From an optimization exercise on the open Yosys and OpenROAD flow, aimed at small area; shortcuts taken in it are not production practice.
Only simulation tests tie the RTL to the original design; equivalence was not proved.
Power is estimated from default activity; no workload was simulated.

violet:
## snake_engine
module snake_engine
#(
  parameter int GRID_W   = 32,
  parameter int GRID_H   = 24,
  parameter int MAX_LEN  = 64,
  parameter int INIT_LEN = 3
) (
  input  logic                       clk_100MHz,
  input  logic                       reset,
  input  logic                       game_tick,
  input  logic                       start,
  input  logic                       btn_up,
  input  logic                       btn_down,
  input  logic                       btn_left,
  input  logic                       btn_right,
  input  logic [4:0]                 food_x,
  input  logic [4:0]                 food_y,
  input  logic [$clog2(MAX_LEN)-1:0] seg_idx,
  output logic [4:0]                 seg_x,
  output logic [4:0]                 seg_y,
  output logic                       seg_valid,
  output logic [4:0]                 head_x,
  output logic [4:0]                 head_y,
  output logic [$clog2(MAX_LEN):0]   length,
  output logic                       ate,
  output logic                       running,
  output logic                       game_over,
  output logic [2:0]                 dbg_state
);
  localparam logic [1:0] DIR_UP    = 2'b01;
  localparam logic [1:0] DIR_DOWN  = 2'b10;
  localparam logic [1:0] DIR_LEFT  = 2'b00;
  localparam logic [1:0] DIR_RIGHT = 2'b11;
  localparam logic [2:0] ST_IDLE = 3'd0;
  localparam logic [2:0] ST_RUN  = 3'd1;
  ...
export LEC_CHECK = 0
export CAP_MARGIN = 20
export CORE_MARGIN = 2
export CORE_UTILIZATION = 55
export SLEW_MARGIN = 20
create_clock -name core_clock -period 10.0 [get_ports {clk_100MHz}]
standard.sh (not shown) runs the stock make flow with config.mk's settings and CLKGATE_MAP_FILE= SYNTH_SCRIPT=/design/flow/synth_recipe.tcl, a recipe that flattens the netlist after the stock synthesis.
==> flow/flow/run.sh <==
#!/bin/bash
# The standard layout with these changes:
#  - synthesis maps logic with an area-oriented ABC script (flow/abc_area.script:
#    amap instead of the delay-driven &nf with buffering and sizing); everything
#    else in synthesis, registers included, is the standard script unchanged;
#  - after synthesis, flow/fapol.py removes inverters around the full adders by
#    flipping adders to their dual form (registers and ports untouched);
#  - port buffers are buf_1;
#  - the clock tree uses clkbuf_8 buffers, sized with a 0.5 max-cap derate
#    for clock-pin slew margin, and no dummy balancing loads.
# Each tool's output goes to a log file in this folder (orfs_*.log, fapol.log)
# besides ORFS's own per-step logs under orfs/logs.
set -euo pipefail
W=$PWD
RES="$W/orfs/results/$FLOW_PLATFORM/snake_engine/base"
rm -rf "$W/scripts_area"
cp -r "$FLOW_HOME/scripts" "$W/scripts_area"
cp "$W/flow/abc_area.script" "$W/scripts_area/abc_speed.script"
ARGS=(
  "SCRIPTS_DIR=$W/scripts_area"
  "BUFFER_PORTS_ARGS=-buffer_cell sky130_fd_sc_hd__buf_1"
  "CTS_ARGS=-sink_clustering_enable -repair_clock_nets -dont_use_dummy_load -buf_list sky130_fd_sc_hd__clkbuf_8 -sink_buffer_max_cap_derate 0.5"
)
bash standard.sh "${ARGS[@]}" "$RES/1_2_yosys.v" > orfs_synth.log 2>&1
if python3 flow/fapol.py "$RES/1_2_yosys.v" "$W/fapol_out.v" > fapol.log 2>&1; then
  cp "$RES/1_2_yosys.v" "$W/yosys_before_fapol.v"
  cp "$W/fapol_out.v" "$RES/1_2_yosys.v"
fi
bash standard.sh "${ARGS[@]}" finish > orfs_make.log 2>&1
Other scripts of this flow, unchanged in this note and not shown: flow/flow/abc_area.script, flow/flow/fapol.py
diff inputs: violet => maple
- changing CORE_UTILIZATION from 55 to 40
==> comparison <==
In terms of sequential logic power, maple and violet differ only marginally. The met2 demand-to-capacity share in global routing of maple is lower than that of violet. maple ended up with a higher design area than violet did. Against violet, maple reports a clock share of power that is higher. Relative to violet, share of the core filled with cells in the final layout has gone down in maple. Relative to violet, the global-route wire length before repair measured on maple has increased slightly. Taking violet as the reference, in maple met1 layer usage reported by global route went down 11 points; flip-flop and latch area was more or less identical.

---

snake_engine, a different RTL version from the one above (not shown whole).
Size: roughly 11000 um^2 of cells after synthesis.
Settings: LEC_CHECK=0, CAP_MARGIN=20, CORE_MARGIN=2, CORE_UTILIZATION=40, SLEW_MARGIN=20; clock period 10.0 ns.
==> flow/flow/run.sh <==
#!/bin/bash
# The standard layout with these changes:
#  - synthesis maps logic with an area-oriented ABC script (flow/abc_area.script:
#    amap instead of the delay-driven &nf with buffering and sizing); everything
#    else in synthesis, registers included, is the standard script unchanged;
#  - after synthesis, flow/fapol.py removes inverters around the full adders by
#    flipping adders to their dual form (registers and ports untouched);
#  - port buffers are buf_1;
#  - the clock tree uses clkbuf_8 buffers and no dummy balancing loads.
# Each tool's output goes to a log file in this folder (orfs_*.log, fapol.log)
# besides ORFS's own per-step logs under orfs/logs.
set -euo pipefail
W=$PWD
RES="$W/orfs/results/$FLOW_PLATFORM/snake_engine/base"
rm -rf "$W/scripts_area"
cp -r "$FLOW_HOME/scripts" "$W/scripts_area"
cp "$W/flow/abc_area.script" "$W/scripts_area/abc_speed.script"
ARGS=(
  "SCRIPTS_DIR=$W/scripts_area"
  "BUFFER_PORTS_ARGS=-buffer_cell sky130_fd_sc_hd__buf_1"
  "CTS_ARGS=-sink_clustering_enable -repair_clock_nets -dont_use_dummy_load -buf_list sky130_fd_sc_hd__clkbuf_8 -sink_buffer_max_cap_derate 0.5"
)
bash standard.sh "${ARGS[@]}" "$RES/1_2_yosys.v" > orfs_synth.log 2>&1
if python3 flow/fapol.py "$RES/1_2_yosys.v" "$W/fapol_out.v" > fapol.log 2>&1; then
  cp "$RES/1_2_yosys.v" "$W/yosys_before_fapol.v"
  cp "$W/fapol_out.v" "$RES/1_2_yosys.v"
fi
bash standard.sh "${ARGS[@]}" finish > orfs_make.log 2>&1
Other scripts of this flow, unchanged in this note and not shown: flow/flow/abc_area.script, flow/flow/fapol.py
The baseline ran to the end with no violations.
==> next run, changes <==
--- a/flow/flow/run.sh
+++ b/flow/flow/run.sh
@@ -7,5 +7,6 @@
 #    flipping adders to their dual form (registers and ports untouched);
 #  - port buffers are buf_1;
-#  - the clock tree uses clkbuf_8 buffers and no dummy balancing loads.
+#  - the clock tree uses clkbuf_8 buffers, sized with a 0.5 max-cap derate
+#    for clock-pin slew margin, and no dummy balancing loads.
 # Each tool's output goes to a log file in this folder (orfs_*.log, fapol.log)
 # besides ORFS's own per-step logs under orfs/logs.
- via count drops by 0.34%
- setup slack loses 0.075 ns
- count of clock-buffer cells in the layout stays the same
- clock power goes down by about 2%
- first-iteration DRC count is lower by 7.7%
- flip-flop and latch count does not change
==> next run, changes <==
--- a/flow/flow/run.sh
+++ b/flow/flow/run.sh
@@ -7,6 +7,5 @@
 #    flipping adders to their dual form (registers and ports untouched);
 #  - port buffers are buf_1;
-#  - the clock tree uses clkbuf_8 buffers, sized with a 0.5 max-cap derate
-#    for clock-pin slew margin, and no dummy balancing loads.
+#  - the clock tree uses clkbuf_8 buffers and no dummy balancing loads.
 # Each tool's output goes to a log file in this folder (orfs_*.log, fapol.log)
 # besides ORFS's own per-step logs under orfs/logs.
@@ -20,5 +19,5 @@
   "SCRIPTS_DIR=$W/scripts_area"
   "BUFFER_PORTS_ARGS=-buffer_cell sky130_fd_sc_hd__buf_1"
-  "CTS_ARGS=-sink_clustering_enable -repair_clock_nets -dont_use_dummy_load -buf_list sky130_fd_sc_hd__clkbuf_8 -sink_buffer_max_cap_derate 0.5"
+  "CTS_ARGS=-sink_clustering_enable -repair_clock_nets -dont_use_dummy_load -buf_list sky130_fd_sc_hd__clkbuf_8 -sink_clustering_size 10 -sink_clustering_max_diameter 40"
 )
 bash standard.sh "${ARGS[@]}" "$RES/1_2_yosys.v" > orfs_synth.log 2>&1
After rerunning:
- cell count barely changes
- total power goes up by 0.79%
- clock-buffer cell count stays the same
- via count goes down by about 0.47%
- sequential power barely changes
- synthesized area is unchanged
- combinational power is about the same
- design area is about the same
- die area does not change

---

== run A ==
snake_engine again, from the RTL that the note above started with.
Settings: LEC_CHECK=0, CAP_MARGIN=20, CORE_MARGIN=2, CORE_UTILIZATION=40, SLEW_MARGIN=20; clock period 10.0 ns.
==> flow/flow/run.sh <==
#!/bin/bash
# The standard layout with three changes:
#  - synthesis maps logic with an area-oriented ABC script (flow/abc_area.script,
#    amap instead of the delay-driven &nf with buffering and sizing); everything
#    else in synthesis, registers included, is the standard script unchanged;
#  - port buffers are buf_1;
#  - the clock tree uses clkbuf_8 buffers and no dummy balancing loads.
set -euo pipefail
W=$PWD
rm -rf "$W/scripts_area"
cp -r "$FLOW_HOME/scripts" "$W/scripts_area"
cp "$W/flow/abc_area.script" "$W/scripts_area/abc_speed.script"
bash standard.sh \
  "SCRIPTS_DIR=$W/scripts_area" \
  "BUFFER_PORTS_ARGS=-buffer_cell sky130_fd_sc_hd__buf_1" \
  "CTS_ARGS=-sink_clustering_enable -repair_clock_nets -dont_use_dummy_load -buf_list sky130_fd_sc_hd__clkbuf_8" \
  finish > orfs_make.log 2>&1
==> flow/flow/abc_area.script <==
strash
dch -f
amap
mfs2
strash
dch -f
amap
topo
What run B does differently from run A at the input level:
==> flow/flow/run.sh <==
#!/bin/bash
set -euo pipefail
bash standard.sh \
  "BUFFER_PORTS_ARGS=-buffer_cell sky130_fd_sc_hd__buf_1" \
  "CTS_ARGS=-sink_clustering_enable -repair_clock_nets -dont_use_dummy_load -buf_list sky130_fd_sc_hd__clkbuf_8" \
  finish > orfs_make.log 2>&1
removed: flow/flow/abc_area.script
==> run summary <==
In the reports for run B and run A, the larger synthesized instance count belongs to run B. Measured against run B, the final instance area of run A comes out at 0.919 times the reference value. In run B, the sequential share of layout area came out 3.5 points below the value in run A. Between run B and run A, power per standard cell area is lower for run A, run B comes in above that. Of run B and run A, the run reporting the higher instance count on the critical path was run A.
Here is what was changed in the inputs of run C compared with run B.
==> flow/run.sh (new file) <==
#!/bin/bash
# synth_recipe.tcl (not shown) runs the flow's synth.tcl, then flattens the netlist and writes it again
# the make line also repeats each setting of config.mk as NAME=value (left out here)
make -C /OpenROAD-flow-scripts/flow DESIGN_CONFIG=/design/flow/config.mk WORK_HOME=/design/flow/orfs CLKGATE_MAP_FILE= SYNTH_SCRIPT=/design/flow/synth_recipe.tcl finish
removed: flow/flow/run.sh
removed: flow/standard.sh
==> run summary <==
From run B to run C the numbers moved as follows: detailed-routing iteration count for the pre-antenna-repair pass shows no meaningful change; power rose 7.0%; global-route usage over all layers higher.
Looking at fraction of area in multi-input gates, run C sits below run B.
Clock power (run C over run B): increase, 71%
Area after synthesis came out exactly the same in run B and run C.
Going from run B to run C, combinational share of power shrinks by 3.4 points.
Relative to run C, the following input files were edited for run D:
==> flow/flow/run.sh (new file) <==
#!/bin/bash
# The standard layout with three changes:
#  - synthesis maps logic with an area-oriented ABC script (flow/abc_area.script,
#    amap instead of the delay-driven &nf with buffering and sizing); everything
#    else in synthesis, registers included, is the standard script unchanged;
#  - port buffers are buf_1;
#  - the clock tree uses clkbuf_8 buffers and no dummy balancing loads.
set -euo pipefail
W=$PWD
rm -rf "$W/scripts_area"
cp -r "$FLOW_HOME/scripts" "$W/scripts_area"
cp "$W/flow/abc_area.script" "$W/scripts_area/abc_speed.script"
bash standard.sh \
  "SCRIPTS_DIR=$W/scripts_area" \
  "BUFFER_PORTS_ARGS=-buffer_cell sky130_fd_sc_hd__buf_1" \
  "CTS_ARGS=-sink_clustering_enable -repair_clock_nets -dont_use_dummy_load -buf_list \"sky130_fd_sc_hd__clkbuf_4 sky130_fd_sc_hd__clkbuf_8\"" \
  finish > orfs_make.log 2>&1
==> flow/flow/abc_area.script (new file) <==
strash
dch -f
amap
mfs2
strash
dch -f
amap
topo
==> flow/standard.sh (new file) <==
#!/bin/bash
# synth_recipe.tcl (not shown) runs the flow's synth.tcl, then flattens the netlist and writes it again
# the make line also repeats each setting of config.mk as NAME=value (left out here)
make -C /OpenROAD-flow-scripts/flow DESIGN_CONFIG=/design/flow/config.mk WORK_HOME=/design/flow/orfs CLKGATE_MAP_FILE= SYNTH_SCRIPT=/design/flow/synth_recipe.tcl "${@:-finish}"
removed: flow/run.sh
Results
The flow ran to completion for all of run C and run D but run D, which stopped partway. Diff run C -> run D: portion of netlist area occupied by mux cells now sits lower; synthesized cell count went down by 80; arithmetic-cell share of the synthesized area counting full adders, half adders and majority gates picked up an extra 1.6 points. Diff run C..run D | number of synthesized flops with an enable pin | unchanged. In the reports for run C and run D, the smaller total placed instance area belongs to run D. Compared with run C, run D shows initial core utilization higher by 0.42 points. Average cell area after synthesis ends up lower on run D. Between run C and run D, synthesized area is lower for run D, run C comes in above that. The higher die width came out of run C. Run D gives less simple-gate area share of the yosys netlist than run C did.

what the ideal ports hide:
The flow's constraints put no driver on any port. The routed layouts listed below were extracted and timed again, unchanged, in two steps.
Step 1 (the two cells are an assumption about what drives the block):
set clk [get_ports {clk_100MHz}]
set_driving_cell -lib_cell sky130_fd_sc_hd__clkbuf_16 $clk
set_driving_cell -lib_cell sky130_fd_sc_hd__buf_2 [delete_from_list [all_inputs] $clk]
Step 2 moves the port delays by t, midway between the first and last clock arrival at a register: inputs arrive t later, outputs are due t later. That takes back most of the time a late clock gives input paths.
Three values: ideal ports, drivers, drivers and shift; two values: the first two.
run | shift t [ns] | setup slack, ns | clock arrival spread, ns
violet | 0.515 | 1.798 / 1.815 / 1.300 | 0.029 / 0.028
maple | 0.514 | 2.012 / 2.030 / 1.516 | 0.047 / 0.046
the first run of note 2 | 0.521 | 2.134 / 2.158 / 1.637 | 0.041 / 0.040
the second run of note 2 | 0.510 | 2.060 / 2.081 / 1.572 | 0.043 / 0.043
the third run of note 2 | 0.510 | 2.015 / 2.039 / 1.528 | 0.045 / 0.045
run A | 0.507 | 1.979 / 1.999 / 1.492 | 0.035 / 0.034
run B | 0.508 | 2.148 / 2.167 / 1.660 | 0.041 / 0.041
run C | 0.495 | 1.500 / 1.522 / 1.026 | 0.014 / 0.015
After both steps every run listed still meets setup and hold. The setup slack of violet, which loses most, moves by +0.017 ns with the drivers and by -0.498 ns with both steps.
